Context: an optimization exercise on an open-source flow, tuned for small area, a short achievable clock period and few clock cycles. The choices shown serve that exercise and are no tape-out recipe.
Function was checked by simulation only, so behaviour that the tests miss may differ from the original.

$ cat flow/flow/run.sh
#!/bin/bash
# Own layout flow: the standard layout (standard.sh, unchanged synthesis
# and steps) with plain sky130_fd_sc_hd__buf_1 cells as the port buffers
# instead of the default delay buffers. make's full output goes to
# standard_make.log here; ORFS keeps each step's log under orfs/logs.
set -euo pipefail
bash standard.sh "BUFFER_PORTS_ARGS=-buffer_cell sky130_fd_sc_hd__buf_1" finish > standard_make.log 2>&1
$ cat flow/standard.sh
#!/bin/bash
# synth_recipe.tcl (not shown) runs the flow's synth.tcl, then flattens the netlist and writes it again
# the make line also repeats each setting of config.mk as NAME=value (left out here)
make -C /OpenROAD-flow-scripts/flow DESIGN_CONFIG=/design/flow/config.mk WORK_HOME=/design/flow/orfs CLKGATE_MAP_FILE= SYNTH_SCRIPT=/design/flow/synth_recipe.tcl "${@:-finish}"
$ cat flow/config.mk
export PLATFORM = sky130hd
export DESIGN_NAME = antialiased_line_rasterizer_core
export DESIGN_NICKNAME = antialiased_line_rasterizer_core
export VERILOG_FILES = /design/flow/design.v
export SDC_FILE = /design/flow/constraint.sdc
export NUM_CORES = 4
export LEC_CHECK = 0
export ABC_CLOCK_PERIOD_IN_PS = 4500
export CAP_MARGIN = 20
export CORE_MARGIN = 2
export CORE_UTILIZATION = 60
export SETUP_SLACK_MARGIN = 5
export SLEW_MARGIN = 20
export TNS_END_PERCENT = 0
$ cat flow/constraint.sdc
create_clock -name core_clock -period 10.5 [get_ports {clk}]
set_input_delay 2.1000 -clock core_clock [delete_from_list [all_inputs] [get_ports {clk}]]
set_output_delay 2.1000 -clock core_clock [all_outputs]
set_load 0.01 [all_outputs]
$ cat flow/design.v
`timescale 1ns / 1ps
module aalr_sqr12 (
    input  logic [11:0] m,
    output logic [23:0] t
);
    wire pp0_1 = m[0] & m[1];
    wire pp0_2 = m[0] & m[2];
    wire pp0_3 = m[0] & m[3];
    wire pp0_4 = m[0] & m[4];
    wire pp0_5 = m[0] & m[5];
    wire pp0_6 = m[0] & m[6];
    wire pp0_7 = m[0] & m[7];
    wire pp0_8 = m[0] & m[8];
    wire pp0_9 = m[0] & m[9];
    wire pp0_10 = m[0] & m[10];
    wire pp0_11 = m[0] & m[11];
    wire pp1_2 = m[1] & m[2];
    wire pp1_3 = m[1] & m[3];
    wire pp1_4 = m[1] & m[4];
    wire pp1_5 = m[1] & m[5];
    wire pp1_6 = m[1] & m[6];
    wire pp1_7 = m[1] & m[7];
    wire pp1_8 = m[1] & m[8];
    wire pp1_9 = m[1] & m[9];
    wire pp1_10 = m[1] & m[10];
    wire pp1_11 = m[1] & m[11];
    wire pp2_3 = m[2] & m[3];
    wire pp2_4 = m[2] & m[4];
    wire pp2_5 = m[2] & m[5];
    wire pp2_6 = m[2] & m[6];
    wire pp2_7 = m[2] & m[7];
    wire pp2_8 = m[2] & m[8];
    wire pp2_9 = m[2] & m[9];
    wire pp2_10 = m[2] & m[10];
    wire pp2_11 = m[2] & m[11];
    wire pp3_4 = m[3] & m[4];
    wire pp3_5 = m[3] & m[5];
    wire pp3_6 = m[3] & m[6];
    wire pp3_7 = m[3] & m[7];
    wire pp3_8 = m[3] & m[8];
    wire pp3_9 = m[3] & m[9];
    wire pp3_10 = m[3] & m[10];
    wire pp3_11 = m[3] & m[11];
    wire pp4_5 = m[4] & m[5];
    wire pp4_6 = m[4] & m[6];
    wire pp4_7 = m[4] & m[7];
    wire pp4_8 = m[4] & m[8];
    wire pp4_9 = m[4] & m[9];
    wire pp4_10 = m[4] & m[10];
    wire pp4_11 = m[4] & m[11];
    wire pp5_6 = m[5] & m[6];
    wire pp5_7 = m[5] & m[7];
    wire pp5_8 = m[5] & m[8];
    wire pp5_9 = m[5] & m[9];
    wire pp5_10 = m[5] & m[10];
    wire pp5_11 = m[5] & m[11];
    wire pp6_7 = m[6] & m[7];
    wire pp6_8 = m[6] & m[8];
    wire pp6_9 = m[6] & m[9];
    wire pp6_10 = m[6] & m[10];
    wire pp6_11 = m[6] & m[11];
    wire pp7_8 = m[7] & m[8];
    wire pp7_9 = m[7] & m[9];
    wire pp7_10 = m[7] & m[10];
    wire pp7_11 = m[7] & m[11];
    wire pp8_9 = m[8] & m[9];
    wire pp8_10 = m[8] & m[10];
    wire pp8_11 = m[8] & m[11];
    wire pp9_10 = m[9] & m[10];
    wire pp9_11 = m[9] & m[11];
    wire pp10_11 = m[10] & m[11];
    wire c1 = pp0_11 ^ pp1_10;
    wire c2 = pp0_11 & pp1_10;
    wire c3 = pp0_7 ^ pp1_6;
    wire c4 = pp0_7 & pp1_6;
    wire c5 = pp0_8 ^ pp1_7;
    wire c6 = pp0_8 & pp1_7;
    wire c7 = pp0_9 ^ pp1_8 ^ pp2_7;
    wire c8 = (pp0_9 & pp1_8) | (pp0_9 & pp2_7) | (pp1_8 & pp2_7);
    wire c9 = pp3_6 ^ pp4_5;
    wire c10 = pp3_6 & pp4_5;
    wire c11 = pp0_10 ^ pp1_9 ^ pp2_8;
    wire c12 = (pp0_10 & pp1_9) | (pp0_10 & pp2_8) | (pp1_9 & pp2_8);
    wire c13 = pp3_7 ^ pp4_6;
    wire c14 = pp3_7 & pp4_6;
    wire c15 = pp2_9 ^ pp3_8 ^ pp4_7;
    wire c16 = (pp2_9 & pp3_8) | (pp2_9 & pp4_7) | (pp3_8 & pp4_7);
    wire c17 = pp5_6 ^ m[6] ^ c1;
    wire c18 = (pp5_6 & m[6]) | (pp5_6 & c1) | (m[6] & c1);
    wire c19 = pp1_11 ^ pp2_10 ^ pp3_9;
    wire c20 = (pp1_11 & pp2_10) | (pp1_11 & pp3_9) | (pp2_10 & pp3_9);
    wire c21 = pp4_8 ^ pp5_7 ^ c2;
    wire c22 = (pp4_8 & pp5_7) | (pp4_8 & c2) | (pp5_7 & c2);
    wire c23 = pp2_11 ^ pp3_10 ^ pp4_9;
    wire c24 = (pp2_11 & pp3_10) | (pp2_11 & pp4_9) | (pp3_10 & pp4_9);
    wire c25 = pp5_8 ^ pp6_7 ^ m[7];
    wire c26 = (pp5_8 & pp6_7) | (pp5_8 & m[7]) | (pp6_7 & m[7]);
    wire c27 = pp3_11 ^ pp4_10 ^ pp5_9;
    wire c28 = (pp3_11 & pp4_10) | (pp3_11 & pp5_9) | (pp4_10 & pp5_9);
    wire c29 = pp4_11 ^ pp5_10 ^ pp6_9;
    wire c30 = (pp4_11 & pp5_10) | (pp4_11 & pp6_9) | (pp5_10 & pp6_9);
    wire c31 = pp0_5 ^ pp1_4;
    wire c32 = pp0_5 & pp1_4;
    wire c33 = pp0_6 ^ pp1_5;
    wire c34 = pp0_6 & pp1_5;
    wire c35 = pp2_5 ^ pp3_4 ^ m[4];
    wire c36 = (pp2_5 & pp3_4) | (pp2_5 & m[4]) | (pp3_4 & m[4]);
    wire c37 = pp2_6 ^ pp3_5 ^ c4;
    wire c38 = (pp2_6 & pp3_5) | (pp2_6 & c4) | (pp3_5 & c4);
    wire c39 = m[5] ^ c6 ^ c7;
    wire c40 = (m[5] & c6) | (m[5] & c7) | (c6 & c7);
    wire c41 = c8 ^ c10 ^ c11;
    wire c42 = (c8 & c10) | (c8 & c11) | (c10 & c11);
    wire c43 = c12 ^ c14 ^ c15;
    wire c44 = (c12 & c14) | (c12 & c15) | (c14 & c15);
    wire c45 = c16 ^ c18 ^ c19;
    wire c46 = (c16 & c18) | (c16 & c19) | (c18 & c19);
    wire c47 = c20 ^ c22 ^ c23;
    wire c48 = (c20 & c22) | (c20 & c23) | (c22 & c23);
    wire c49 = pp6_8 ^ c24 ^ c26;
    wire c50 = (pp6_8 & c24) | (pp6_8 & c26) | (c24 & c26);
    wire c51 = pp7_8 ^ m[8] ^ c28;
    wire c52 = (pp7_8 & m[8]) | (pp7_8 & c28) | (m[8] & c28);
    wire c53 = pp5_11 ^ pp6_10 ^ pp7_9;
    wire c54 = (pp5_11 & pp6_10) | (pp5_11 & pp7_9) | (pp6_10 & pp7_9);
    wire c55 = pp6_11 ^ pp7_10 ^ pp8_9;
    wire c56 = (pp6_11 & pp7_10) | (pp6_11 & pp8_9) | (pp7_10 & pp8_9);
    wire c57 = pp0_3 ^ pp1_2;
    wire c58 = pp0_3 & pp1_2;
    wire c59 = pp0_4 ^ pp1_3;
    wire c60 = pp0_4 & pp1_3;
    wire c61 = pp2_3 ^ m[3] ^ c31;
    wire c62 = (pp2_3 & m[3]) | (pp2_3 & c31) | (m[3] & c31);
    wire c63 = pp2_4 ^ c32 ^ c33;
    wire c64 = (pp2_4 & c32) | (pp2_4 & c33) | (c32 & c33);
    wire c65 = c3 ^ c34 ^ c35;
    wire c66 = (c3 & c34) | (c3 & c35) | (c34 & c35);
    wire c67 = c5 ^ c36 ^ c37;
    wire c68 = (c5 & c36) | (c5 & c37) | (c36 & c37);
    wire c69 = c9 ^ c38 ^ c39;
    wire c70 = (c9 & c38) | (c9 & c39) | (c38 & c39);
    wire c71 = c13 ^ c40 ^ c41;
    wire c72 = (c13 & c40) | (c13 & c41) | (c40 & c41);
    wire c73 = c17 ^ c42 ^ c43;
    wire c74 = (c17 & c42) | (c17 & c43) | (c42 & c43);
    wire c75 = c21 ^ c44 ^ c45;
    wire c76 = (c21 & c44) | (c21 & c45) | (c44 & c45);
    wire c77 = c25 ^ c46 ^ c47;
    wire c78 = (c25 & c46) | (c25 & c47) | (c46 & c47);
    wire c79 = c27 ^ c48 ^ c49;
    wire c80 = (c27 & c48) | (c27 & c49) | (c48 & c49);
    wire c81 = c29 ^ c50 ^ c51;
    wire c82 = (c29 & c50) | (c29 & c51) | (c50 & c51);
    wire c83 = c30 ^ c52 ^ c53;
    wire c84 = (c30 & c52) | (c30 & c53) | (c52 & c53);
    wire c85 = m[9] ^ c54 ^ c55;
    wire c86 = (m[9] & c54) | (m[9] & c55) | (c54 & c55);
    wire c87 = pp7_11 ^ pp8_10 ^ c56;
    wire c88 = (pp7_11 & pp8_10) | (pp7_11 & c56) | (pp8_10 & c56);
    wire c89 = pp8_11 ^ pp9_10 ^ m[10];
    wire c90 = (pp8_11 & pp9_10) | (pp8_11 & m[10]) | (pp9_10 & m[10]);
    wire [23:0] ra = {1'b0, pp10_11, pp9_11, c88, c86, c84, c82, c80, c78, c76, c74, c72, c70, c68, c66, c64, c62, c60, c58, m[2], pp0_2, pp0_1, 1'b0, m[0]};
    wire [23:0] rb = {1'b0, m[11], c90, c89, c87, c85, c83, c81, c79, c77, c75, c73, c71, c69, c67, c65, c63, c61, c59, c57, 1'b0, m[1], 1'b0, 1'b0};
    assign t = ra + rb;
endmodule
module aalr_sqadd12 (
    input  logic [11:0] m,
    input  logic [23:0] a,
    output logic [24:0] t
);
    wire pp0_1 = m[0] & m[1];
    wire pp0_2 = m[0] & m[2];
    wire pp0_3 = m[0] & m[3];
    wire pp0_4 = m[0] & m[4];
    wire pp0_5 = m[0] & m[5];
    wire pp0_6 = m[0] & m[6];
    wire pp0_7 = m[0] & m[7];
    wire pp0_8 = m[0] & m[8];
    wire pp0_9 = m[0] & m[9];
    wire pp0_10 = m[0] & m[10];
    wire pp0_11 = m[0] & m[11];
    wire pp1_2 = m[1] & m[2];
    wire pp1_3 = m[1] & m[3];
    wire pp1_4 = m[1] & m[4];
    wire pp1_5 = m[1] & m[5];
    wire pp1_6 = m[1] & m[6];
    wire pp1_7 = m[1] & m[7];
    wire pp1_8 = m[1] & m[8];
    wire pp1_9 = m[1] & m[9];
    wire pp1_10 = m[1] & m[10];
    wire pp1_11 = m[1] & m[11];
    wire pp2_3 = m[2] & m[3];
    wire pp2_4 = m[2] & m[4];
    wire pp2_5 = m[2] & m[5];
    wire pp2_6 = m[2] & m[6];
    wire pp2_7 = m[2] & m[7];
    wire pp2_8 = m[2] & m[8];
    wire pp2_9 = m[2] & m[9];
    wire pp2_10 = m[2] & m[10];
    wire pp2_11 = m[2] & m[11];
    wire pp3_4 = m[3] & m[4];
    wire pp3_5 = m[3] & m[5];
    wire pp3_6 = m[3] & m[6];
    wire pp3_7 = m[3] & m[7];
    wire pp3_8 = m[3] & m[8];
    wire pp3_9 = m[3] & m[9];
    wire pp3_10 = m[3] & m[10];
    wire pp3_11 = m[3] & m[11];
    wire pp4_5 = m[4] & m[5];
    wire pp4_6 = m[4] & m[6];
    wire pp4_7 = m[4] & m[7];
    wire pp4_8 = m[4] & m[8];
    wire pp4_9 = m[4] & m[9];
    wire pp4_10 = m[4] & m[10];
    wire pp4_11 = m[4] & m[11];
    wire pp5_6 = m[5] & m[6];
    wire pp5_7 = m[5] & m[7];
    wire pp5_8 = m[5] & m[8];
    wire pp5_9 = m[5] & m[9];
    wire pp5_10 = m[5] & m[10];
    wire pp5_11 = m[5] & m[11];
    wire pp6_7 = m[6] & m[7];
    wire pp6_8 = m[6] & m[8];
    wire pp6_9 = m[6] & m[9];
    wire pp6_10 = m[6] & m[10];
    wire pp6_11 = m[6] & m[11];
    wire pp7_8 = m[7] & m[8];
    wire pp7_9 = m[7] & m[9];
    wire pp7_10 = m[7] & m[10];
    wire pp7_11 = m[7] & m[11];
    wire pp8_9 = m[8] & m[9];
    wire pp8_10 = m[8] & m[10];
    wire pp8_11 = m[8] & m[11];
    wire pp9_10 = m[9] & m[10];
    wire pp9_11 = m[9] & m[11];
    wire pp10_11 = m[10] & m[11];
    wire c1 = pp0_9 ^ pp1_8;
    wire c2 = pp0_9 & pp1_8;
    wire c3 = pp0_10 ^ pp1_9;
    wire c4 = pp0_10 & pp1_9;
    wire c5 = pp0_11 ^ pp1_10 ^ pp2_9;
    wire c6 = (pp0_11 & pp1_10) | (pp0_11 & pp2_9) | (pp1_10 & pp2_9);
    wire c7 = pp3_8 ^ pp4_7;
    wire c8 = pp3_8 & pp4_7;
    wire c9 = pp1_11 ^ pp2_10 ^ pp3_9;
    wire c10 = (pp1_11 & pp2_10) | (pp1_11 & pp3_9) | (pp2_10 & pp3_9);
    wire c11 = pp2_11 ^ pp3_10 ^ pp4_9;
    wire c12 = (pp2_11 & pp3_10) | (pp2_11 & pp4_9) | (pp3_10 & pp4_9);
    wire c13 = pp0_5 ^ pp1_4;
    wire c14 = pp0_5 & pp1_4;
    wire c15 = pp0_6 ^ pp1_5;
    wire c16 = pp0_6 & pp1_5;
    wire c17 = pp0_7 ^ pp1_6 ^ pp2_5;
    wire c18 = (pp0_7 & pp1_6) | (pp0_7 & pp2_5) | (pp1_6 & pp2_5);
    wire c19 = pp3_4 ^ m[4];
    wire c20 = pp3_4 & m[4];
    wire c21 = pp0_8 ^ pp1_7 ^ pp2_6;
    wire c22 = (pp0_8 & pp1_7) | (pp0_8 & pp2_6) | (pp1_7 & pp2_6);
    wire c23 = pp3_5 ^ a[9];
    wire c24 = pp3_5 & a[9];
    wire c25 = pp2_7 ^ pp3_6 ^ pp4_5;
    wire c26 = (pp2_7 & pp3_6) | (pp2_7 & pp4_5) | (pp3_6 & pp4_5);
    wire c27 = m[5] ^ a[10] ^ c1;
    wire c28 = (m[5] & a[10]) | (m[5] & c1) | (a[10] & c1);
    wire c29 = pp2_8 ^ pp3_7 ^ pp4_6;
    wire c30 = (pp2_8 & pp3_7) | (pp2_8 & pp4_6) | (pp3_7 & pp4_6);
    wire c31 = a[11] ^ c2 ^ c3;
    wire c32 = (a[11] & c2) | (a[11] & c3) | (c2 & c3);
    wire c33 = pp5_6 ^ m[6] ^ a[12];
    wire c34 = (pp5_6 & m[6]) | (pp5_6 & a[12]) | (m[6] & a[12]);
    wire c35 = c4 ^ c5 ^ c7;
    wire c36 = (c4 & c5) | (c4 & c7) | (c5 & c7);
    wire c37 = pp4_8 ^ pp5_7 ^ a[13];
    wire c38 = (pp4_8 & pp5_7) | (pp4_8 & a[13]) | (pp5_7 & a[13]);
    wire c39 = c6 ^ c8 ^ c9;
    wire c40 = (c6 & c8) | (c6 & c9) | (c8 & c9);
    wire c41 = pp5_8 ^ pp6_7 ^ m[7];
    wire c42 = (pp5_8 & pp6_7) | (pp5_8 & m[7]) | (pp6_7 & m[7]);
    wire c43 = a[14] ^ c10 ^ c11;
    wire c44 = (a[14] & c10) | (a[14] & c11) | (c10 & c11);
    wire c45 = pp3_11 ^ pp4_10 ^ pp5_9;
    wire c46 = (pp3_11 & pp4_10) | (pp3_11 & pp5_9) | (pp4_10 & pp5_9);
    wire c47 = pp6_8 ^ a[15] ^ c12;
    wire c48 = (pp6_8 & a[15]) | (pp6_8 & c12) | (a[15] & c12);
    wire c49 = pp4_11 ^ pp5_10 ^ pp6_9;
    wire c50 = (pp4_11 & pp5_10) | (pp4_11 & pp6_9) | (pp5_10 & pp6_9);
    wire c51 = pp7_8 ^ m[8] ^ a[16];
    wire c52 = (pp7_8 & m[8]) | (pp7_8 & a[16]) | (m[8] & a[16]);
    wire c53 = pp5_11 ^ pp6_10 ^ pp7_9;
    wire c54 = (pp5_11 & pp6_10) | (pp5_11 & pp7_9) | (pp6_10 & pp7_9);
    wire c55 = pp6_11 ^ pp7_10 ^ pp8_9;
    wire c56 = (pp6_11 & pp7_10) | (pp6_11 & pp8_9) | (pp7_10 & pp8_9);
    wire c57 = pp0_3 ^ pp1_2;
    wire c58 = pp0_3 & pp1_2;
    wire c59 = pp0_4 ^ pp1_3;
    wire c60 = pp0_4 & pp1_3;
    wire c61 = pp2_3 ^ m[3] ^ a[6];
    wire c62 = (pp2_3 & m[3]) | (pp2_3 & a[6]) | (m[3] & a[6]);
    wire c63 = pp2_4 ^ a[7] ^ c14;
    wire c64 = (pp2_4 & a[7]) | (pp2_4 & c14) | (a[7] & c14);
    wire c65 = a[8] ^ c16 ^ c17;
    wire c66 = (a[8] & c16) | (a[8] & c17) | (c16 & c17);
    wire c67 = c18 ^ c20 ^ c21;
    wire c68 = (c18 & c20) | (c18 & c21) | (c20 & c21);
    wire c69 = c22 ^ c24 ^ c25;
    wire c70 = (c22 & c24) | (c22 & c25) | (c24 & c25);
    wire c71 = c26 ^ c28 ^ c29;
    wire c72 = (c26 & c28) | (c26 & c29) | (c28 & c29);
    wire c73 = c30 ^ c32 ^ c33;
    wire c74 = (c30 & c32) | (c30 & c33) | (c32 & c33);
    wire c75 = c34 ^ c36 ^ c37;
    wire c76 = (c34 & c36) | (c34 & c37) | (c36 & c37);
    wire c77 = c38 ^ c40 ^ c41;
    wire c78 = (c38 & c40) | (c38 & c41) | (c40 & c41);
    wire c79 = c42 ^ c44 ^ c45;
    wire c80 = (c42 & c44) | (c42 & c45) | (c44 & c45);
    wire c81 = c46 ^ c48 ^ c49;
    wire c82 = (c46 & c48) | (c46 & c49) | (c48 & c49);
    wire c83 = a[17] ^ c50 ^ c52;
    wire c84 = (a[17] & c50) | (a[17] & c52) | (c50 & c52);
    wire c85 = m[9] ^ a[18] ^ c54;
    wire c86 = (m[9] & a[18]) | (m[9] & c54) | (a[18] & c54);
    wire c87 = pp7_11 ^ pp8_10 ^ a[19];
    wire c88 = (pp7_11 & pp8_10) | (pp7_11 & a[19]) | (pp8_10 & a[19]);
    wire c89 = pp8_11 ^ pp9_10 ^ m[10];
    wire c90 = (pp8_11 & pp9_10) | (pp8_11 & m[10]) | (pp9_10 & m[10]);
    wire c91 = pp0_1 ^ m[1];
    wire c92 = pp0_1 & m[1];
    wire c93 = pp0_2 ^ a[3];
    wire c94 = pp0_2 & a[3];
    wire c95 = m[2] ^ a[4] ^ c57;
    wire c96 = (m[2] & a[4]) | (m[2] & c57) | (a[4] & c57);
    wire c97 = a[5] ^ c58 ^ c59;
    wire c98 = (a[5] & c58) | (a[5] & c59) | (c58 & c59);
    wire c99 = c13 ^ c60 ^ c61;
    wire c100 = (c13 & c60) | (c13 & c61) | (c60 & c61);
    wire c101 = c15 ^ c62 ^ c63;
    wire c102 = (c15 & c62) | (c15 & c63) | (c62 & c63);
    wire c103 = c19 ^ c64 ^ c65;
    wire c104 = (c19 & c64) | (c19 & c65) | (c64 & c65);
    wire c105 = c23 ^ c66 ^ c67;
    wire c106 = (c23 & c66) | (c23 & c67) | (c66 & c67);
    wire c107 = c27 ^ c68 ^ c69;
    wire c108 = (c27 & c68) | (c27 & c69) | (c68 & c69);
    wire c109 = c31 ^ c70 ^ c71;
    wire c110 = (c31 & c70) | (c31 & c71) | (c70 & c71);
    wire c111 = c35 ^ c72 ^ c73;
    wire c112 = (c35 & c72) | (c35 & c73) | (c72 & c73);
    wire c113 = c39 ^ c74 ^ c75;
    wire c114 = (c39 & c74) | (c39 & c75) | (c74 & c75);
    wire c115 = c43 ^ c76 ^ c77;
    wire c116 = (c43 & c76) | (c43 & c77) | (c76 & c77);
    wire c117 = c47 ^ c78 ^ c79;
    wire c118 = (c47 & c78) | (c47 & c79) | (c78 & c79);
    wire c119 = c51 ^ c80 ^ c81;
    wire c120 = (c51 & c80) | (c51 & c81) | (c80 & c81);
    wire c121 = c53 ^ c82 ^ c83;
    wire c122 = (c53 & c82) | (c53 & c83) | (c82 & c83);
    wire c123 = c55 ^ c84 ^ c85;
    wire c124 = (c55 & c84) | (c55 & c85) | (c84 & c85);
    wire c125 = c56 ^ c86 ^ c87;
    wire c126 = (c56 & c86) | (c56 & c87) | (c86 & c87);
    wire c127 = a[20] ^ c88 ^ c89;
    wire c128 = (a[20] & c88) | (a[20] & c89) | (c88 & c89);
    wire c129 = pp9_11 ^ a[21] ^ c90;
    wire c130 = (pp9_11 & a[21]) | (pp9_11 & c90) | (a[21] & c90);
    wire c131 = pp10_11 ^ m[11] ^ a[22];
    wire c132 = (pp10_11 & m[11]) | (pp10_11 & a[22]) | (m[11] & a[22]);
    wire [24:0] ra = {1'b0, a[23], c130, c128, c126, c124, c122, c120, c118, c116, c114, c112, c110, c108, c106, c104, c102, c100, c98, c96, c94, c92, a[2], a[1], m[0]};
    wire [24:0] rb = {1'b0, c132, c131, c129, c127, c125, c123, c121, c119, c117, c115, c113, c111, c109, c107, c105, c103, c101, c99, c97, c95, c93, c91, 1'b0, a[0]};
    assign t = ra + rb;
endmodule
`timescale 1ns / 1ps
module antialiased_line_rasterizer_core #(
    parameter int COORD_BITS = 12,
    parameter int FRAC_BITS  = 12
) (
    input  logic clk,
    input  logic rst_n,
    input  logic s_axis_tvalid,
    output logic s_axis_tready,
    input  logic [((4*COORD_BITS+7)/8)*8-1:0] s_axis_tdata,
    input  logic s_axis_tuser,
    output logic m_axis_tvalid,
    input  logic m_axis_tready,
    output logic [((2*COORD_BITS+48+7)/8)*8-1:0] m_axis_tdata,
    output logic m_axis_tlast,
    input  logic cfg_we,
    input  logic [23:0] cfg_wdata
);
    logic [23:0] stroke_reg;
    always_ff @(posedge clk or negedge rst_n)
    begin
        if (!rst_n)
            stroke_reg <= '0;
        else if (cfg_we)
            stroke_reg <= cfg_wdata;
    end
    logic        f1_v, f1_user;
    logic        p_occ;
    logic [12:0] fe_rem;         
    logic [12:0] p_owed, a_owed;
    logic        s1_v, out_v;
    logic [3:0]  e_ph;           
    logic        e_done, e_last;
    logic        p_dy0, p_deq;           
    assign e_last = (e_ph == 4'd14);        
    assign e_done = (e_ph[3:1] == 3'b111) || p_dy0 || p_deq;
    logic f1_start, p_busy, p_free;
    assign f1_start = f1_v && !f1_user;
    assign p_busy   = p_occ || f1_start;
    assign p_free   = !p_busy || (p_occ && e_done && (a_owed == '0));
    assign s_axis_tready = s_axis_tuser || p_free;
    logic in_acc;
    assign in_acc = s_axis_tvalid && s_axis_tready;
    logic [11:0] p_xs, p_ys, p_dx, p_dy;
    logic        p_bx, p_by;
    logic [12:0] in_dx, in_dy;
    logic        f_ok;
    assign in_dx = {1'b0, s_axis_tdata[35:24]} - {1'b0, s_axis_tdata[11:0]};
    assign in_dy = {1'b0, s_axis_tdata[47:36]} - {1'b0, s_axis_tdata[23:12]};
    assign f_ok  = !p_bx && !p_by && (p_dy <= p_dx);
    logic p_load, step_inc, inc_p, inc_a;
    assign p_load   = f1_start && f_ok;
    assign step_inc = f1_v && f1_user && (fe_rem != '0);
    assign inc_p    = step_inc && p_occ;
    assign inc_a    = step_inc && !p_occ;
    logic en, issue, xfer;
    assign en    = !out_v || m_axis_tready;
    assign issue = en && (a_owed != '0);
    assign xfer  = p_occ && e_done && ((a_owed == '0) || ((a_owed == 13'd1) && en));
    logic [12:0] a_owed_inc, a_owed_dec;
    assign a_owed_inc = a_owed + {12'd0, inc_a};
    assign a_owed_dec = inc_a ? a_owed : (a_owed - 13'd1);
    always_ff @(posedge clk or negedge rst_n)
    begin
        if (!rst_n)
        begin
            f1_v   <= 1'b0;
            f1_user <= 1'b0;
            p_occ  <= 1'b0;
            fe_rem <= '0;
            p_owed <= '0;
            a_owed <= '0;
            s1_v   <= 1'b0;
            out_v  <= 1'b0;
        end
        else
        begin
            f1_v <= in_acc;
            f1_user <= s_axis_tuser;
            if (p_load)
                fe_rem <= {1'b0, p_dx} + 13'd1;
            else if (step_inc)
                fe_rem <= fe_rem - 13'd1;
            if (p_load)
                p_occ <= 1'b1;
            else if (xfer)
                p_occ <= 1'b0;
            if (p_load || xfer)
                p_owed <= '0;
            else if (inc_p)
                p_owed <= p_owed + 13'd1;
            if (xfer)
                a_owed <= p_owed + {12'd0, inc_p};
            else if (issue)
                a_owed <= a_owed_dec;
            else
                a_owed <= a_owed_inc;
            if (en)
            begin
                s1_v <= issue;
                out_v <= s1_v;
            end
        end
    end
    logic [24:0] e_R, e_S;
    logic [1:0]  e_pair;
    logic [11:0] e_rx, e_ry;
    logic [12:0] e_remx, e_remy;
    logic [24:0] sq_out;
    aalr_sqadd12 u_esq (
        .m(e_ph[0] ? p_dy : p_dx),
        .a(e_ph[0] ? e_R[23:0] : 24'd0),
        .t(sq_out)
    );
    logic [26:0] dv1, dv2;
    logic [24:0] dr1, dr2;
    logic        dq1, dq2;
    assign dv1 = {1'b0, e_R, 1'b0} - {2'b00, e_S};
    assign dq1 = !dv1[26];
    assign dr1 = dq1 ? dv1[24:0] : {e_R[23:0], 1'b0};
    assign dv2 = {1'b0, dr1, 1'b0} - {2'b00, e_S};
    assign dq2 = !dv2[26];
    assign dr2 = dq2 ? dv2[24:0] : {dr1[23:0], 1'b0};
    logic [14:0] sx_r, sy_r;
    logic [15:0] sx_d, sy_d;
    logic        sx_ok, sy_ok;
    assign sx_r  = {e_remx, e_pair};
    assign sy_r  = {e_remy, ~e_pair};
    assign sx_d  = {1'b0, sx_r} - {2'b00, e_rx, 2'b01};
    assign sy_d  = {1'b0, sy_r} - {2'b00, e_ry, 2'b01};
    assign sx_ok = !sx_d[15];
    assign sy_ok = !sy_d[15];
    always_ff @(posedge clk)
    begin
        if (f1_start)
        begin
            p_dy0 <= (p_dy == '0);
            p_deq <= (p_dy == p_dx);
        end
        if (p_free)
        begin
            p_xs <= s_axis_tdata[11:0];
            p_ys <= s_axis_tdata[23:12];
            p_dx <= in_dx[11:0];
            p_dy <= in_dy[11:0];
            p_bx <= in_dx[12];
            p_by <= in_dy[12];
        end
        if (p_free)
            e_ph <= '0;
        else if (e_ph != 4'd15)
        begin
            e_ph <= e_ph + 4'd1;
            if (e_ph == 4'd0)
            begin
                e_rx <= '0;
                e_ry <= '0;
                e_remx <= '0;
                e_remy <= '0;
            end
            if (e_ph == 4'd0)
                e_R <= sq_out;
            else if (e_ph == 4'd1)
                e_S <= sq_out;
            else if (e_ph <= 4'd13)
            begin
                e_R <= dr2;
                e_pair <= {dq1, dq2};
            end
            if (e_ph >= 4'd3)
            begin
                e_remx <= sx_ok ? sx_d[12:0] : sx_r[12:0];
                e_rx <= {e_rx[10:0], sx_ok};
                e_remy <= sy_ok ? sy_d[12:0] : sy_r[12:0];
                e_ry <= {e_ry[10:0], sy_ok};
            end
        end
    end
    logic [11:0] f_rx, f_ry;
    assign f_rx = e_last ? {e_rx[10:0], sx_ok} : e_rx;
    assign f_ry = e_last ? {e_ry[10:0], sy_ok} : e_ry;
    logic        p_dx0;
    logic [12:0] u_across;
    logic [11:0] u_along;
    assign p_dx0 = (p_dx == '0);
    assign u_across = p_dy0 ? (p_dx0 ? 13'd0 : 13'd4096) :
                      p_deq ? 13'd2896 : {1'b0, f_rx};
    assign u_along  = p_dy0 ? 12'd0 : p_deq ? 12'd2896 : f_ry;
    logic [11:0] a_x, a_y, a_rem, a_dy;
    logic signed [14:0] a_dec;
    logic signed [12:0] a_dmdx;
    logic signed [15:0] a_d;
    logic [12:0] a_across;
    logic [11:0] a_along;
    logic a_pos;
    assign a_pos = !a_dec[14] && (a_dec != '0);
    logic signed [16:0] d_sum;
    logic signed [15:0] d_next;
    assign d_sum = {a_d[15], a_d} + {5'd0, a_along}
                 + (a_pos ? ~{4'd0, a_across} : 17'd0) + {16'd0, a_pos};
    assign d_next = (d_sum > 17'sd32767) ? 16'sh7fff :
                    (d_sum < -17'sd32768) ? 16'sh8000 : d_sum[15:0];
    always_ff @(posedge clk)
    begin
        if (xfer)
        begin
            a_x <= p_xs;
            a_y <= p_ys;
            a_rem <= p_dx;
            a_dy <= p_dy;
            a_dmdx <= $signed({1'b0, p_dy}) - $signed({1'b0, p_dx});
            a_dec <= $signed({2'b00, p_dy, 1'b0}) - $signed({3'b000, p_dx});
            a_d <= '0;
            a_across <= u_across;
            a_along <= u_along;
        end
        else if (issue)
        begin
            a_x <= a_x + 12'd1;
            a_rem <= a_rem - 12'd1;
            a_d <= d_next;
            if (a_pos)
            begin
                a_y <= a_y + 12'd1;
                a_dec <= a_dec + {a_dmdx[12], a_dmdx, 1'b0};
            end
            else
                a_dec <= a_dec + {2'b00, a_dy, 1'b0};
        end
    end
    logic signed [16:0] r_up, r_dn;
    assign r_up = {a_d[15], a_d} + $signed({4'd0, a_across});
    assign r_dn = {a_d[15], a_d} - $signed({4'd0, a_across});
    function automatic logic [11:0] mag(input logic [16:0] r);
        logic [11:0] n;
        n = ~r[11:0] + 12'd1;
        if (r[16])
            mag = ((&r[15:12]) && (|r[11:0])) ? n : 12'hfff;
        else
            mag = (|r[15:12]) ? 12'hfff : r[11:0];
    endfunction
    logic [11:0] s1_up, s1_mid, s1_dn;
    logic [11:0] s1_x, s1_y;
    logic        s1_last;
    logic [23:0] t_up, t_mid, t_dn;
    aalr_sqr12 u_sq_up  (.m(s1_up),  .t(t_up));
    aalr_sqr12 u_sq_mid (.m(s1_mid), .t(t_mid));
    aalr_sqr12 u_sq_dn  (.m(s1_dn),  .t(t_dn));
    function automatic logic [16:0] covq(input logic [23:0] t);
        covq = {(t[7:0] > t[15:8]), t[15:8], t[23:16]};
    endfunction
    function automatic logic [7:0] alpha(input logic [16:0] q);
        logic c;
        c = (q[15:8] > q[7:0]) || ((q[15:8] == q[7:0]) && q[16]);
        alpha = ~q[7:0] - {7'd0, c};
    endfunction
    logic [16:0] o_up, o_mid, o_dn;
    logic [11:0] o_x, o_y;
    logic        o_last;
    always_ff @(posedge clk)
    begin
        if (en)
        begin
            s1_up <= mag(r_up);
            s1_mid <= mag({a_d[15], a_d});
            s1_dn <= mag(r_dn);
            s1_x <= a_x;
            s1_y <= a_y;
            s1_last <= (a_rem == '0);
            o_up <= covq(t_up);
            o_mid <= covq(t_mid);
            o_dn <= covq(t_dn);
            o_x <= s1_x;
            o_y <= s1_y;
            o_last <= s1_last;
        end
    end
    assign m_axis_tvalid = out_v;
    assign m_axis_tdata  = {stroke_reg, alpha(o_dn), alpha(o_mid), alpha(o_up), o_y, o_x};
    assign m_axis_tlast  = o_last;
endmodule
==> summary.txt, run 1 <==
Finish:
- The share of cells above drive strength 1 is between 6 and 7%.
- The final standard cell area without fillers is ~44,000 um2.
- The post-layout instance count excluding filler cells is about 5,400.
- The final layout contains just over 5,000 nets.
- The filler cells instantiated in the layout total between 5,000 and 6,000.
- The antenna diode count is 0.
- The area growth from synthesis to layout is 10.01%.

Place:
- The number of input and output port buffers inserted is between 150 and 200.
- The placer congestion estimate is a little under 0.9.
- The HPWL after detailed placement is 69,140 um.
- Including well taps, the total number of placed cells is roughly 5,200.
- In this run the cell area measured after placement is about 42,000 um2.

Routing:
- For this block, the initial DRC count from the detailed router was 1,961.
- In the routed layout, each cell is associated on average with a via count of 5.693.
- After detailed routing, the number of remaining DRC violations is 0.
- The antenna violation net count after detailed routing is 0.
- In the final routed layout, each cell accounts on average for 17.36 um.
- The iteration count of the initial detailed-routing pass is 5.
- The total via count after detailed routing is 30,600.
- The post-detailed-routing wire length is about 93,000 um.

Setup path:
- The worst setup path is of the reg2reg kind.
- The data arrival at the endpoint of the critical path is around 5.9 ns.
- The worst setup path is launched from a flip-flop.
- The type of destination of the critical path is a flip-flop.
- The largest fanout on the critical path is 8.
- At the worst endpoint, the required time is between 10 and 15 ns.
- Counting cells, the worst reg-to-reg path comes to 22.

Floorplanning:
- Measured along the x axis, the die boundary spans 263.6 um.
- The die area is 69,510 um2.
- The number of placed I/O pins is 153.
- After floorplanning, the core was divided into 95 placement rows.
- After floorplanning, the core was sized to cover 66,920 um2.
- In this run the vertical extent of the chip is 263.6 um.
- Once the floorplan was initialized, standard cells occupied about three fifths of the core.

STA:
- The final number of hold-violating endpoints is 0.
- The highest attainable clock frequency is roughly 180 MHz.
- The final setup violation count is 0.
- After routing, the total negative slack on setup checks comes to 0 ns.
- The slew at the pin with the worst max-slew slack is 1.087 ns.
- The maximum clock skew at final layout is around 0.027 ns.
- The final critical path takes up a little over half of the cycle.
- The time the final worst path needs with I/O delays and setup is 5.501 ns.
- The final count of pins violating max slew is 0.
- Setup repair after global routing could not meet its margin everywhere.
- The relative max-transition margin is between 20 and 30%.
- The minimum hold slack is a little over 0.4 ns.

Logic synthesis:
- The count of mapped cells out of synthesis is 4,321.
- Of all flip-flops after synthesis, the portion carrying an async set or reset was 14.17%.
- Yosys mapped the design onto 100 distinct sky130hd cell types.
- The post-synthesis sequential area ratio is about a third.
- The synthesized netlist occupies a cell area of around 40,000 um2.
- The dominant synthesized flop cell is edfxtp_1.
- The number of nets handed over by synthesis was slightly below 5,000.
- Synthesis inferred 480 register bits.
- For this run, the number of Yosys warnings is 1.
- Yosys mapped a number of flops with a built-in enable equal to 392.
- A synthesized cell averages between 9 and 10 um2.

Global routing:
- Entering global routing, the biggest net connects 84 pins.
- The number of global-route vias before repair is 29,360.
- The initial antenna violation count was 0.
- The wire length of the first global-routing pass is 151,300 um.
- The aggregate global routing overflow is 0.
- The overall track demand over capacity in global routing is 26.59%.

Clock network:
- At the later pin of the worst-skew pair, clock insertion delay measures between 0.6 and 0.7 ns.
- For this design, the sink count on the clock tree is 480.
- The hold buffer count at cts is 0.
- In this run the clock root is driven by a clkbuf_16.
- The number of H-tree levels is 2.
- Clock-pin slew was measured on the worst setup and hold paths at ~0.06 ns.
- The buffer levels on the longest clock path is 3.
- In this run, CTS created clock tree buffers numbering 56.
- TritonCTS built the clock tree.

Status:
- The flow ran to the end and the layout has no timing, DRC or antenna violations.

Run:
- The reported max-cap violation count is 0.

Worst hold path:
- The worst min-delay path class is reg2reg.
- The number of cells on the worst hold path is 0.
[cell usage after synthesis, drive strengths merged (7+ instances only)]
master | instances | share of area (%)
mux2 | 42 | 1.2
edfxtp | 392 | 29
xor2 | 117 | 2.5
o211a | 7 | 0.19
a21boi | 28 | 0.52
a211o | 8 | 0.17
a211oi | 22 | 0.42
maj3 | 15 | 0.38
dfrtp | 68 | 4.2
nor3 | 90 | 1.1
o31a | 7 | 0.15
or3 | 38 | 0.60
o22ai | 13 | 0.20
o21a | 49 | 0.91
a31oi | 57 | 0.90
nor2b | 60 | 0.93
o31ai | 19 | 0.35
nand4 | 18 | 0.28
xnor2 | 204 | 4.4
a21oi | 255 | 3.2
inv | 488 | 4.5
and2 | 185 | 2.9
fa | 160 | 7.9
a32oi | 7 | 0.15
a41oi | 8 | 0.17
or2 | 26 | 0.40
o21bai | 22 | 0.41
o41ai | 7 | 0.19
buf | 21 | 0.33
clkbuf | 127 | 1.2
nor4b | 8 | 0.17
dfxtp | 20 | 0.99
nand2 | 337 | 3.1
mux2i | 40 | 0.99
nor2 | 373 | 3.5
ha | 379 | 12
o21ai | 186 | 2.3
nand2b | 58 | 0.90
a221oi | 7 | 0.15
o211ai | 19 | 0.38
and3 | 39 | 0.60
nand3 | 96 | 1.2
a21o | 79 | 1.5
nor4 | 17 | 0.30
nor3b | 11 | 0.22
[timing repair]
action,CTS,global route
gates cloned,3,2
setup endpoints to repair,35,53
pin swaps,8,14
gates resized for setup,33,34
setup buffers,12,23
[final cells by class]
type | instances | area (um2) | share of cell area (%)
clock inverter | 34 | 426.7 | 0.9588
inverter | 489 | 1856 | 4.170
multi-input combinational | 3205 | 24470 | 54.99
timing repair buffer | 224 | 1250 | 2.809
sequential | 480 | 13880 | 31.19
clock buffer | 70 | 1526 | 3.430
tap | 873 | 1092 | 2.455
[layout by cell type (no fill, tap or decap), types with 22 or more instances in the layout]
master     Yosys  routed
fa_1         160     160
inv_1        486     483
nor2b_1       60      59
nand3_1       96      95
a31oi_1       56      55
buf_4          5      63
mux2_2        40      38
mux2i_1       40      36
and3_1        39      39
or3_1         37      36
nor2_1       373     372
ha_1         379     371
o21a_1        48      47
buf_1          3     148
a21o_1        79      79
a21oi_1      253     248
o21ai_0      181     175
clkbuf_16      0      60
nand2_1      337     335
dfrtp_1       68      68
a21boi_0      28      28
edfxtp_1     392     392
nand2b_1      58      58
nor3_1        88      87
xnor2_1      204     204
or2_2         25      25
and2_1       185     184
o21bai_1      22      22
xor2_1       117     117
[routing by layer]
metal	GRT usage, %	part of all wire, %	up-vias
met5	0	0	-
met4	7.552	2.8	0
met3	2.890	4.5	145
met2	44.66	47	659
met1	36.58	45	14570
li1	-	-	15230
[critical path, cell delays in order, from the launching register on]
cell	delay [ns]
edfxtp_1	0.38
inv_2	0.09
ha_4	0.21
a21o_1	0.20
or3_4	0.33
o21a_4	0.24
o21ai_4	0.18
o21ai_4	0.10
a22oi_4	0.18
and2_4	0.23
buf_8	0.14
mux2_4	0.32
ha_4	0.17
or3_4	0.40
o211ai_4	0.25
a31oi_4	0.16
a2111oi_4	0.42
o21ai_2	0.11
a41oi_2	0.23
o211a_4	0.25
clkinv_8	0.08
mux2_4	0.30
mux2_4	0.25
[worst paths after layout]
| check | start | endpoint | slack [ns] |
|---|---|---|---|
| min reg2reg | s1_x[2]$_DFFE_PN_ | o_x[2]$_DFFE_PN_ | 0.41 |
| max in group asynchronous | rst_n | stroke_reg[13]$_DFFE_PN0P_ | 8.25 |
| max | e_S[5]$_DFFE_PP_ | e_R[21]$_DFFE_PP_ | 5.00 |
| min | s1_x[2]$_DFFE_PN_ | o_x[2]$_DFFE_PN_ | 0.41 |
| max reg2reg | e_S[5]$_DFFE_PP_ | e_R[21]$_DFFE_PP_ | 5.00 |
| min in group asynchronous | rst_n | stroke_reg[12]$_DFFE_PN0P_ | 1.69 |
[through the flow]
step           utilization (%)  setup slack, ns
6_report                 66.49            4.999
5_1_grt                  66.49            4.863
4_1_cts                  65.94            4.992
3_5_place_dp             62.51            3.690
3_3_place_gp             62.51            3.737
2_1_floorplan                -            3.679
[logic make-up after synthesis]
logic type	after synthesis	synth area share [%]
AND/OR/NAND/NOR	1387	16.82
XOR/XNOR	321	6.951
multiplexers	82	2.178
flip-flops	480	34.30
buffers and inverters	637	6.054
adder cells (fa/ha/maj)	554	20.02
AO/OA/AOI/OAI	860	13.68
Testbench counts, summed over its fixed seeds: cycles 18,817.
==> run 2, diff against run 1 <==
--- a/flow/config.mk
+++ b/flow/config.mk
@@ -9,6 +9,5 @@
 export CAP_MARGIN = 20
 export CORE_MARGIN = 2
-export CORE_UTILIZATION = 60
+export CORE_UTILIZATION = 70
 export SETUP_SLACK_MARGIN = 5
 export SLEW_MARGIN = 20
-export TNS_END_PERCENT = 0
==> run 2 against run 1 <==
Cell area up 1.1%. Worst hold slack lost 0.015 ns. Non-clock buffer count increased by 36. Highest routed layer unchanged. Clock-buffer cell count rose by 5. Routed wire length is 1.1% higher. Register-to-register slack got worse by 0.03 ns. First-iteration DRC count is 17% higher. Die area decreased by 14%.
==> summary.txt, run 2 <==
Logic synthesis:
- The flip-flop and latch count after synthesis is 480 (unchanged).
- Sorting the synthesized cells by area gives the leading types as edfxtp_1 29%, ha_1 12%, fa_1 7.9%, inv_1 4.5%, xnor2_1 4.4%.
- The number of nets in the synthesized netlist is 4,938 (unchanged).
- Of all cell types, the one taking the most synthesized area is edfxtp_1.
- The share of synthesized registers carrying an async set or reset was 14.17% (unchanged).
- The post-synthesis sequential area ratio was 34.30% (unchanged).
- The dominant synthesized flop cell is edfxtp_1.
- The mean post-synth cell area is 9.361 um2 (unchanged).
- The number of synthesized flops with an enable pin is 392 (unchanged).
- The number of distinct standard cells referenced by the synthesized netlist was 100 (unchanged).
- The proportion of netlist area held by the largest area contributor is 29.10% (unchanged).
- The cell area after synthesis is 40,450 um2 (unchanged).
- The count of mapped cells out of synthesis is 4,321 (unchanged).
- Yosys instantiated no cell more often than inv_1.
- In the synthesized netlist, the cells that appear most often are 486 x inv_1, 392 x edfxtp_1, 379 x ha_1.
- The yosys synthesis warning count is 1 (unchanged).

Clock network:
- The number of H-tree levels came to 2 (unchanged).
- The clock network latency to the later pin of the worst-skew pair is 0.67 ns (+0.05 ns).
- The hold buffer count at cts came to 0 (unchanged).
- In this run the clock root is driven by a clkbuf_16.
- TritonCTS built the clock tree.
- The number of buffers inserted during clock tree synthesis is 54 (-3.6%).
- The buffer levels on the longest clock path came to 3 (unchanged).
- The sink count of the clock tree is 480 (unchanged).
- The clock input transition at the sequential cells of the worst setup and hold paths was 0.06 ns (about the same).

Place:
- The estimated wirelength of the detail-placed design came to 66,930 um (-3.2%).
- The number of input and output port buffers inserted came to 152 (unchanged).
- The placer congestion estimate is 0.9421 (+7.4%).
- The cell area after placement is 41,780 um2 (-0.13%).
- The pre-CTS setup slack is 3.795 ns (+0.1055 ns).

Status:
- The run finished with no timing, DRC or antenna violations.

Floorplanning:
- The vertical extent of the die came to 244.4 um (-7.3%).
- The starting density of the core is 70.51% (+10 points).
- The die area is 59,720 um2 (-14%).
- The number of placement rows came to 88 (-7.4%).
- The area of the core is 57,370 um2 (-14%).
- The number of placed I/O pins is 153 (unchanged).
- The width of the chip is 244.4 um (-7.3%).

Setup path:
- The count of buffer and inverter cells on the critical path is 6 (+3).
- The kind of critical path is reg2reg.
- The delay of the slowest cell on the worst path is 0.50 ns (+0.08 ns).
- The data arrival at the endpoint of the critical path is 5.89 ns (+0.03 ns).
- The family of cells with the greatest summed delay on the critical path is adder cells.
- The worst setup slack for register-to-register paths came to 4.97 ns (-0.03 ns).
- The slowest cell on the critical path is fa_1.
- In this run the critical register-to-register path is launched from e_ph[0]$_SDFFE_PP0N_.
- The count of cells along the worst register-to-register path came to 23 (+4.5%).
- The kind of launch point of the worst setup path is a flip-flop.
- The largest fanout on the critical path was 6 (-2).
- The worst register-to-register path ends at e_R[21]$_DFFE_PP_.
- Walking the worst path, the cells encountered are buf_12 > mux2i_4 > buf_6 > nor2_2 > fa_1 > inv_2 > fa_2 > inv_2 > fa_1 > inv_2 > fa_1 > inv_2 > ha_4 > nand4_1 > nor2_2 > a221o_1 > a31oi_4 > o21ai_2 > o31a_1 > o21a_1 > nor2_2 > xnor2_2 > mux2_4.
- The endpoint required time on the critical path was 10.86 ns (about the same).
- STA classifies the critical path endpoint as a flip-flop.
- The most numerous cell type found on the critical path is inv_2.

STA:
- The final count of pins violating max slew was 0 (unchanged).
- The maximum clock skew at final layout is 0.06668 ns (+0.03963 ns).
- Setup repair after global routing could not meet its margin everywhere.
- The highest attainable clock frequency is 180.9 MHz (-0.50%).
- The sum of negative setup slack is 0 ns (unchanged).
- The slew at the pin with the worst max-slew slack is 1.068 ns (-0.01977 ns).
- The part of the cycle the worst path needs was 52.65% (+0.26 points).
- The final setup violation count is 0 (unchanged).
- The relative max-transition margin came to 28.83% (+1.6 points).
- The setup slack after layout came to 4.972 ns (-0.02772 ns).
- The time the final worst path needs with I/O delays and setup is 5.528 ns (+0.02772 ns).
- The final number of hold-violating endpoints was 0 (unchanged).

Finish:
- The number of fillers in the final layout is 3,942 (-29%).
- The share of cells above drive strength 1 is 9.063% (+2.1 points).
- The final standard cell area without fillers is 44,970 um2 (+1.1%).
- The number of nets in the layout is 5,107 (+0.67%).
- The area growth from synthesis to layout is 11.18%.
- In the layout the commonest cells are 472 x inv_1, 392 x edfxtp_1, 367 x nor2_1.
- The leading cell type in the layout, fill and taps excluded is inv_1.
- The antenna diode count came to 0 (unchanged).

Global routing:
- The pin count of the biggest net entering global routing was 76 (-9.5%).
- The initial antenna violation count is 0 (unchanged).
- The number of global-route vias before repair is 30,810 (+4.9%).
- The overall track demand over capacity in global routing came to 30.55% (+4.0 points).
- The aggregate global routing overflow came to 0 (unchanged).
- The wire length of the first global-routing pass is 150,000 um (-0.88%).

Routing:
- The antenna violation net count after detailed routing is 0 (unchanged).
- The post-detailed-route via-to-cell ratio was 5.976 (+5.0%).
- The total via count after detailed routing is 31,670 (+3.5%).
- The initial DRC count is 2,293 (+17%).
- The routed wire length per instance is 17.80 um (+2.5%).
- The iteration count of the initial detailed-routing pass is 6 (+1).
- The DRC violation count after routing came to 0 (unchanged).
- The post-detailed-routing wire length is 94,340 um (+1.1%).

Worst hold path:
- The worst min-delay path class is reg2reg.
- The number of cells on the worst hold path is 0 (unchanged).
- The path with the worst hold slack has its endpoint at o_y[1]$_DFFE_PN_.
- The start point of the worst min-delay path is s1_y[1]$_DFFE_PN_.

Run:
- The reported max-cap violation count is 0 (unchanged).
==> run 2: worst max path at each step <==
stage / startpoint / endpoint / slack, ns / depth (start not counted)
after floorplan: m_axis_tready / a_dec[10]$_DFFE_PP_ / 4.80 / 8
after global placement: e_R[4]$_DFFE_PP_ / e_R[21]$_DFFE_PP_ / 3.89 / 22
after detailed placement: e_R[4]$_DFFE_PP_ / e_R[21]$_DFFE_PP_ / 3.80 / 22
after CTS: e_R[9]$_DFFE_PP_ / e_R[21]$_DFFE_PP_ / 4.92 / 22
after global routing: e_ph[0]$_SDFFE_PP0N_ / e_R[21]$_DFFE_PP_ / 4.81 / 23
final: e_ph[0]$_SDFFE_PP0N_ / e_R[21]$_DFFE_PP_ / 4.97 / 23
==> run 2: metrics by stage <==
step | hold slack, ns | utilization, % | std cells
6_report | 0.3951 | 78.39 | 5300
5_1_grt | 0.3948 | 78.39 | 5300
4_1_cts | 0.3836 | 76.67 | 5230
3_5_place_dp | 0.4045 | 72.83 | 5113
3_3_place_gp | 0.4014 | 72.81 | 5113
2_1_floorplan | 0.4003 | - | 4321
==> run 2: cells by family after synthesis <==
group / count (synthesis) / synth area share, %
AOI/OAI and AO/OA: 860 / 13.68
xor gates and xnor gates: 321 / 6.951
adders and majority gates: 554 / 20.02
buffers and inverters: 637 / 6.054
DFF: 480 / 34.30
muxes: 82 / 2.178
and+or+nand+nor: 1387 / 16.82
==> run 2: layer usage <==
metal	track usage, %	up-vias	part of all wire, %
met3	3.248	265	5.0
met4	11.93	0	4.3
met2	53.97	977	50
met1	38.59	15150	41
li1	-	15290	-
met5	0	-	0
==> run 2: final cells by class <==
cell class | instances | area (um2) | area share, %
Clock buffer | 75 | 1521 | 3.383
Tap cell | 765 | 957.2 | 2.128
Multi-Input combinational cell | 3205 | 24860 | 55.28
Sequential cell | 480 | 13880 | 30.86
Timing Repair Buffer | 260 | 1565 | 3.481
Inverter | 489 | 1863 | 4.143
Clock inverter | 26 | 325.3 | 0.7234
==> run 2: repair_timing <==
item,4_1_cts,5_1_grt
setup endpoints to repair,35,36
gates resized for setup,34,102
gates cloned,3,4
endpoints found under the hold margin,0,0
setup buffers,13,66
pin swaps,3,42
==> run 3, diff against run 2 <==
--- a/flow/config.mk
+++ b/flow/config.mk
@@ -6,8 +6,9 @@
 export NUM_CORES = 4
 export LEC_CHECK = 0
+export ABC_AREA = 1
 export ABC_CLOCK_PERIOD_IN_PS = 4500
 export CAP_MARGIN = 20
 export CORE_MARGIN = 2
-export CORE_UTILIZATION = 70
+export CORE_UTILIZATION = 60
 export SETUP_SLACK_MARGIN = 5
 export SLEW_MARGIN = 20
==> run 3 against run 2 <==
Synthesized cell count grew 29%. Register-to-register slack gained 0.30 ns. First-iteration DRC count grew 8.2%. Clock-buffer cell count shrank 7.
==> summary.txt, run 3 <==
STA:
- The sum of negative setup slack is 0 ns (unchanged).
- The final count of pins violating max slew is 0 (unchanged).
- The highest attainable clock frequency came to 191.4 MHz (+5.8%).
- The final number of hold-violating endpoints was 0 (unchanged).
- The minimum hold slack is 0.4162 ns (+0.02114 ns).
- The part of the cycle the worst path needs is 49.75% (-2.9 points).
- The maximum clock skew at final layout came to 0.06599 ns (-0.0006816 ns).
- The time the final worst path needs with I/O delays and setup was 5.224 ns (-0.3047 ns).
- The relative max-transition margin is 31.35% (+2.5 points).
- The final setup violation count is 0 (unchanged).
- The slew at the pin with the worst max-slew slack was 1.030 ns (-0.03773 ns).
- Setup repair after global routing could not meet its margin everywhere.

Finish:
- The library cells used most frequently in the layout, excluding fill and tap cells, are 1,304 x nand2_1, 1,000 x inv_1, 410 x nor2_1.
- The leading cell type in the layout, fill and taps excluded is nand2_1.
- The share of cells above drive strength 1 was 4.383% (-4.7 points).
- The post-layout instance count excluding filler cells is 6,654 (+26%).
- The antenna diode count came to 0 (unchanged).
- The area growth from synthesis to layout is 7.646%.
- The number of nets in the layout is 6,276 (+23%).

Setup path:
- The endpoint required time on the critical path was 10.84 ns (-0.02 ns).
- In this design, the critical path's most frequently occurring cell is nand2_1.
- The kind of critical path is reg2reg.
- The kind of launch point of the worst setup path is a flip-flop.
- The data arrival at the endpoint of the critical path is 5.56 ns (-0.33 ns).
- The slowest cell on the critical path is o21ai_1.
- The largest fanout on the critical path came to 48 (+42).
- Walking the worst path, the cells encountered are clkbuf_8 > inv_1 > or2_2 > o21ai_1 > inv_1 > nand2_1 > fa_1 > inv_1 > fa_1 > inv_1 > fa_1 > inv_1 > ha_1 > a21oi_1 > o21ai_0 > a21oi_1 > nand2_1 > nand2_1 > nand2_1 > xor2_1 > nand2_1 > nand2_1.
- STA classifies the critical path endpoint as a flip-flop.
- The delay of the slowest cell on the worst path was 0.45 ns (-0.05 ns).
- The worst setup slack for register-to-register paths was 5.28 ns (+0.30 ns).

Clock network:
- The clock network latency to the later pin of the worst-skew pair is 0.64 ns (-0.03 ns).
- TritonCTS built the clock tree.
- The root buffer cell chosen for the clock tree is clkbuf_16.
- The buffer levels on the longest clock path is 3 (unchanged).
- The number of buffers inserted during clock tree synthesis is 55 (+1.9%).
- The sink count of the clock tree came to 480 (unchanged).
- The number of H-tree levels came to 2 (unchanged).
- The clock input transition at the sequential cells of the worst setup and hold paths is 0.06 ns (about the same).

Logic synthesis:
- The most used flip-flop cell after synthesis is edfxtp_1.
- The cell area after synthesis is 43,050 um2 (+6.4%).
- The yosys synthesis warning count is 1 (unchanged).
- The share of synthesized registers carrying an async set or reset is 14.17% (unchanged).
- The dominant cell by count in the synthesized netlist is nand2_1.
- The largest area contributor in the synthesized netlist is edfxtp_1.
- The post-synthesis sequential area ratio is 32.23% (-2.1 points).
- The number of nets in the synthesized netlist was 6,170 (+25%).
- The flip-flop and latch count after synthesis was 480 (unchanged).
- By count the netlist is led by 1,307 x nand2_1, 1,001 x inv_1, 413 x nor2_1.
- The number of synthesized flops with an enable pin is 392 (unchanged).
- The number of distinct standard cells referenced by the synthesized netlist is 63 (-37%).
- The count of mapped cells out of synthesis was 5,553 (+29%).
- The mean post-synth cell area is 7.753 um2 (-17%).
- By area the synthesized netlist is led by edfxtp_1 27%, nand2_1 11%, ha_1 11%, inv_1 8.7%, fa_1 7.4%.
- The proportion of netlist area held by the largest area contributor is 27.34% (-1.8 points).

Routing:
- The total via count after detailed routing is 36,170 (+14%).
- The DRC violation count after routing was 0 (unchanged).
- The initial DRC count is 2,482 (+8.2%).
- The post-detailed-route via-to-cell ratio is 5.436 (-9.0%).
- The routed wire length per instance is 15.82 um (-11%).
- The post-detailed-routing wire length came to 105,300 um (+12%).
- The iteration count of the initial detailed-routing pass came to 6 (unchanged).
- The antenna violation net count after detailed routing came to 0 (unchanged).

Global routing:
- The number of global-route vias before repair is 34,700 (+13%).
- The initial antenna violation count is 0 (unchanged).
- The overall track demand over capacity in global routing is 28.50% (-2.1 points).
- The pin count of the biggest net entering global routing is 80 (+5.3%).
- The wire length of the first global-routing pass is 173,500 um (+16%).
- The aggregate global routing overflow is 0 (unchanged).

Place:
- The cell count after placement was 6,552 (+28%).
- The number of input and output port buffers inserted is 152 (unchanged).
- The estimated wirelength of the detail-placed design is 82,090 um (+23%).
- The placer congestion estimate was 0.9991 (+6.1%).

Floorplanning:
- The number of placement rows is 98 (+11%).
- The die area is 73,910 um2 (+24%).
- The area of the core is 71,240 um2 (+24%).
- The starting density of the core is 60.43% (-10 points).
- The width of the chip is 271.9 um (+11%).
- The vertical extent of the die was 271.9 um (+11%).
- The number of placed I/O pins is 153 (unchanged).

Status:
- The run finished with no timing, DRC or antenna violations.

Run:
- The reported max-cap violation count is 0 (unchanged).

Worst hold path:
- The worst min-delay path class is reg2reg.
-- run 3: final cells by class --
| class | count | area (um2) |
|---|---|---|
| fillers | 6472 | 24900 |
| multi-input cells | 3932 | 24840 |
| flip-flops and latches | 480 | 13870 |
| inverters | 1016 | 3819 |
| clock buffers | 68 | 1516 |
| well taps | 950 | 1189 |
| repair buffers | 174 | 757.0 |
| clock inverters | 34 | 352.8 |
-- run 3: through the flow --
step,instance area (um2),util [%],setup slack [ns]
2_1_floorplan,43080,-,4.837
3_5_place_dp,44430,62.37,4.920
4_1_cts,46310,65.01,4.991
3_3_place_gp,44430,62.37,5.012
6_report,46340,65.05,5.276
5_1_grt,46340,65.05,4.941
-- run 3: timing repair --
item / CTS / global route
gates resized for setup: 4 / 9
setup buffers: 0 / 0
endpoints found under the setup margin: 4 / 36
hold buffers: 0 / 0
-- run 3: cells by family after synthesis --
group           Yosys count  synth area share, %
mux                      24               0.6278
fa+ha+maj               539                18.46
flops                   480                32.23
compound gates          830                10.59
xor+xnor                293                5.961
buf+inv                1141                10.26
simple gates           2246                21.88
-- run 3: routing by layer --
layer / routed length [um] / vias to the layer above / track usage (%)
li1: - / 18170 / -
met1: 46510 / 16880 / 38.12
met2: 50850 / 923 / 49.47
met3: 4811 / 192 / 2.372
met4: 3094 / 0 / 8.459
met5: 0 / - / 0
-- run 3: worst max-delay path: cells and delay by family (launching register included) --
kind / cells / cell delay, ns
buf+inv: 6 / 1.02
fa+ha+maj: 4 / 1.51
flops: 1 / 0.31
compound gates: 4 / 1.12
xor+xnor: 1 / 0.17
simple gates: 7 / 0.84
-- run 3: worst paths after layout --
path	cells after the start	start	endpoint
max	22	e_ph[0]$_SDFFE_PP0N_	e_R[20]$_DFFE_PP_
min	0	s1_y[8]$_DFFE_PN_	o_y[8]$_DFFE_PN_
max reg2reg	22	e_ph[0]$_SDFFE_PP0N_	e_R[20]$_DFFE_PP_
min reg2reg	0	s1_y[8]$_DFFE_PN_	o_y[8]$_DFFE_PN_
max in group asynchronous	2	rst_n	fe_rem[11]$_DFFE_PN0P_
min in group asynchronous	2	rst_n	stroke_reg[19]$_DFFE_PN0P_
==> run 4, diff against run 3 <==
--- a/flow/config.mk
+++ b/flow/config.mk
@@ -6,5 +6,4 @@
 export NUM_CORES = 4
 export LEC_CHECK = 0
-export ABC_AREA = 1
 export ABC_CLOCK_PERIOD_IN_PS = 4500
 export CAP_MARGIN = 20
==> run 4 against run 3 <==
Cell area shrank 3.3%. Clock-buffer cell count is 6 higher. Global-route usage decreased by 2.1 points. Utilization is 1.9 points higher. Clock skew increased by 0.0088 ns. Still clean. Register-to-register slack worse by 0.17 ns. Worst hold slack better by 0.0031 ns. Sequential share of layout area is 1.0 points higher. Flip-flop and latch count unchanged.
==> summary.txt, run 4 <==
Logic synthesis:
- The portion of netlist area occupied by mux cells came to 2.178% (+1.5 points).
- The post-synthesis sequential area ratio came to 34.30% (+2.1 points).
- Yosys attributes the largest share of cell area to edfxtp_1 29%, ha_1 12%, fa_1 7.9%, inv_1 4.5%, xnor2_1 4.4%.
- The largest area contributor in the synthesized netlist is edfxtp_1.
- The number of synthesized flops with an enable pin is 392 (unchanged).
- The flip-flop and latch count after synthesis is 480 (unchanged).
- The proportion of netlist area held by the largest area contributor is 29.10% (+1.8 points).
- The number of distinct standard cells referenced by the synthesized netlist was 100 (+59%).
- The number of nets in the synthesized netlist was 4,938 (-20%).
- The cell area after synthesis was 40,450 um2 (-6.0%).
- The mean post-synth cell area was 9.361 um2 (+21%).
- The simple logic cell fraction of the synthesized area is 16.82% (-5.1 points).
- Among all flip-flop cells after synthesis, the most frequent one is edfxtp_1.
- In the post-synthesis netlist, the cell with the most instances is inv_1.

Global routing:
- The aggregate global routing overflow is 0 (unchanged).
- The wire length of the first global-routing pass is 150,900 um (-13%).
- The pin count of the biggest net entering global routing is 74 (-7.5%).

Clock network:
- The sink count of the clock tree is 480 (unchanged).
- The clock network latency to the later pin of the worst-skew pair is 0.67 ns (+0.03 ns).
- The buffer levels on the longest clock path is 3 (unchanged).

Setup path:
- The type of destination of the critical path is a flip-flop.
- The data arrival at the endpoint of the critical path came to 5.81 ns (+0.25 ns).
- The endpoint required time on the critical path is 10.91 ns (+0.07 ns).

STA:
- The final count of pins violating max slew came to 0 (unchanged).
- Setup repair after global routing left no endpoint under its margin.
- The highest attainable clock frequency is 185.2 MHz (-3.2%).
- The maximum clock skew at final layout was 0.07481 ns (+0.008818 ns).
- The slew at the pin with the worst max-slew slack is 1.056 ns (+0.02646 ns).

Routing:
- The routed wire length per instance is 17.16 um (+8.4%).
- The DRC violation count after routing is 0 (unchanged).
- The total via count after detailed routing is 30,580 (-15%).
- The iteration count of the initial detailed-routing pass was 5 (-1).
- The antenna violation net count after detailed routing is 0 (unchanged).
- The initial DRC count came to 1,684 (-32%).
- The post-detailed-routing wire length is 92,350 um (-12%).

Finish:
- The leading cell type in the layout, fill and taps excluded is inv_1.
- The final standard cell utilization of the core was 66.97% (+1.9 points).
- In the layout the commonest cells are 480 x inv_1, 392 x edfxtp_1, 368 x nor2_1.
- The area growth from synthesis to layout is 10.80%.
- The number of nets in the layout was 5,078 (-19%).

Floorplanning:
- The starting density of the core is 60.44% (about the same).
- The area of the core is 66,920 um2 (-6.1%).

Place:
- The placer congestion estimate is 0.9444 (-5.5%).
- The number of input and output port buffers inserted is 152 (unchanged).
- The estimated wirelength of the detail-placed design is 67,780 um (-17%).

Worst hold path:
- In this run the worst hold path is classified as reg2reg.

Status:
- The flow ran to the end and the layout has no timing, DRC or antenna violations.
## run 4: cell count changes after synthesis, sizes merged, moves of 112 or more
cell | before | now
and2 | 4 | 185
xnor2 | 92 | 204
nand2 | 1321 | 337
o21ai | 320 | 186
inv | 1012 | 488
a21oi | 367 | 255
nand3 | 278 | 96
## run 4: routing by layer
layer / share of wire, % / track usage, % / up-vias
li1: - / - / 15230
met1: 43 / 33.69 / 14560
met2: 49 / 46.52 / 633
met3: 4.1 / 2.890 / 164
met4: 3.5 / 9.452 / 0
met5: 0 / 0 / -
## run 4: cell type report
type	instances	area, um2
fill	5505	22100
sequential	480	13880
inverter	489	1858
timing repair buffer	229	1311
multi-input combinational	3205	24780
clock inverter	31	372.9
tap	873	1092
antenna	2	5.005
clock buffer	74	1519
## run 4: per-stage QoR
stage	std cells	worst slack [ns]	hold WS, ns
2_1_floorplan	4321	4.800	0.4003
3_3_place_gp	5222	4.025	0.4012
3_5_place_dp	5222	3.942	0.4045
4_1_cts	5341	4.950	0.4212
5_1_grt	5382	4.946	0.4236
6_report	5383	5.101	0.4193
## run 4: path summary, 6_finish.rpt
kind	startpoint	to	slack (ns)	cells after the start
max	e_S[5]$_DFFE_PP_	e_R[21]$_DFFE_PP_	5.10	22
min	s1_y[10]$_DFFE_PN_	o_y[10]$_DFFE_PN_	0.42	0
max reg2reg	e_S[5]$_DFFE_PP_	e_R[21]$_DFFE_PP_	5.10	22
min reg2reg	s1_y[10]$_DFFE_PN_	o_y[10]$_DFFE_PN_	0.42	0
max in group asynchronous	rst_n	a_owed[10]$_DFFE_PN0P_	8.51	2
min in group asynchronous	rst_n	stroke_reg[21]$_DFFE_PN0P_	1.36	1
## run 4: cell families after synthesis
kind of cell / count (synthesis)
compound gates: 860
buf+inv: 637
fa+ha+maj: 554
mux: 82
simple gates: 1387
flops: 480
xor+xnor: 321
## run 4: repair_timing
| item | in CTS | in global routing |
|---|---|---|
| pin swaps | 3 | 20 |
| buffers inserted | 12 | 36 |
| endpoints found under the setup margin | 35 | 36 |
| resized for setup | 34 | 70 |
| hold buffers | 0 | 0 |
| gates cloned | 2 | 3 |
| hold endpoints to repair | 0 | 0 |
## run 4: worst max-delay path, stage by stage (launching register included)
cell and delay (ns):
edfxtp_1 0.38, inv_2 0.09, ha_4 0.21, a21o_1 0.18, or3_1 0.33, o21a_4 0.25
o21ai_4 0.16, o21ai_4 0.09, a22oi_4 0.17, and2_4 0.18, buf_12 0.14, mux2_2 0.35
ha_2 0.19, or3_4 0.36, o211ai_4 0.23, a31oi_4 0.16, a2111oi_4 0.36, o21ai_2 0.13
a41oi_2 0.27, o211a_4 0.25, inv_8 0.08, mux2_4 0.30, mux2_4 0.25

## what the ideal ports hide
In the flow no input, the clock included, has a driving cell. The finished layouts below were timed again as built, in two steps. Step 1 assumes that a clkbuf_16 drives the clock port and a buf_2 every other input. Step 2, shift: input delay + t, output delay - t, t = (earliest + latest rising clock arrival at the registers) / 2. This alone moves slack from input paths to output paths. Slacks: ideal / step 1 / step 2; pairs: ideal / step 1.
run | t, ns | slack for setup (ns) | worst setup path at the end | pins driven straight from the clock port
run 1 | 0.671 | 4.999 / 4.999 / 4.999 | register to register | 1
run 2 | 0.702 | 4.972 / 4.972 / 4.972 | register to register | 1
run 3 | 0.678 | 5.276 / 5.232 / 5.276 | register to register | 1
run 4 | 0.700 | 5.101 / 5.101 / 5.101 | register to register | 1
After both steps setup and hold are still met in every run listed.
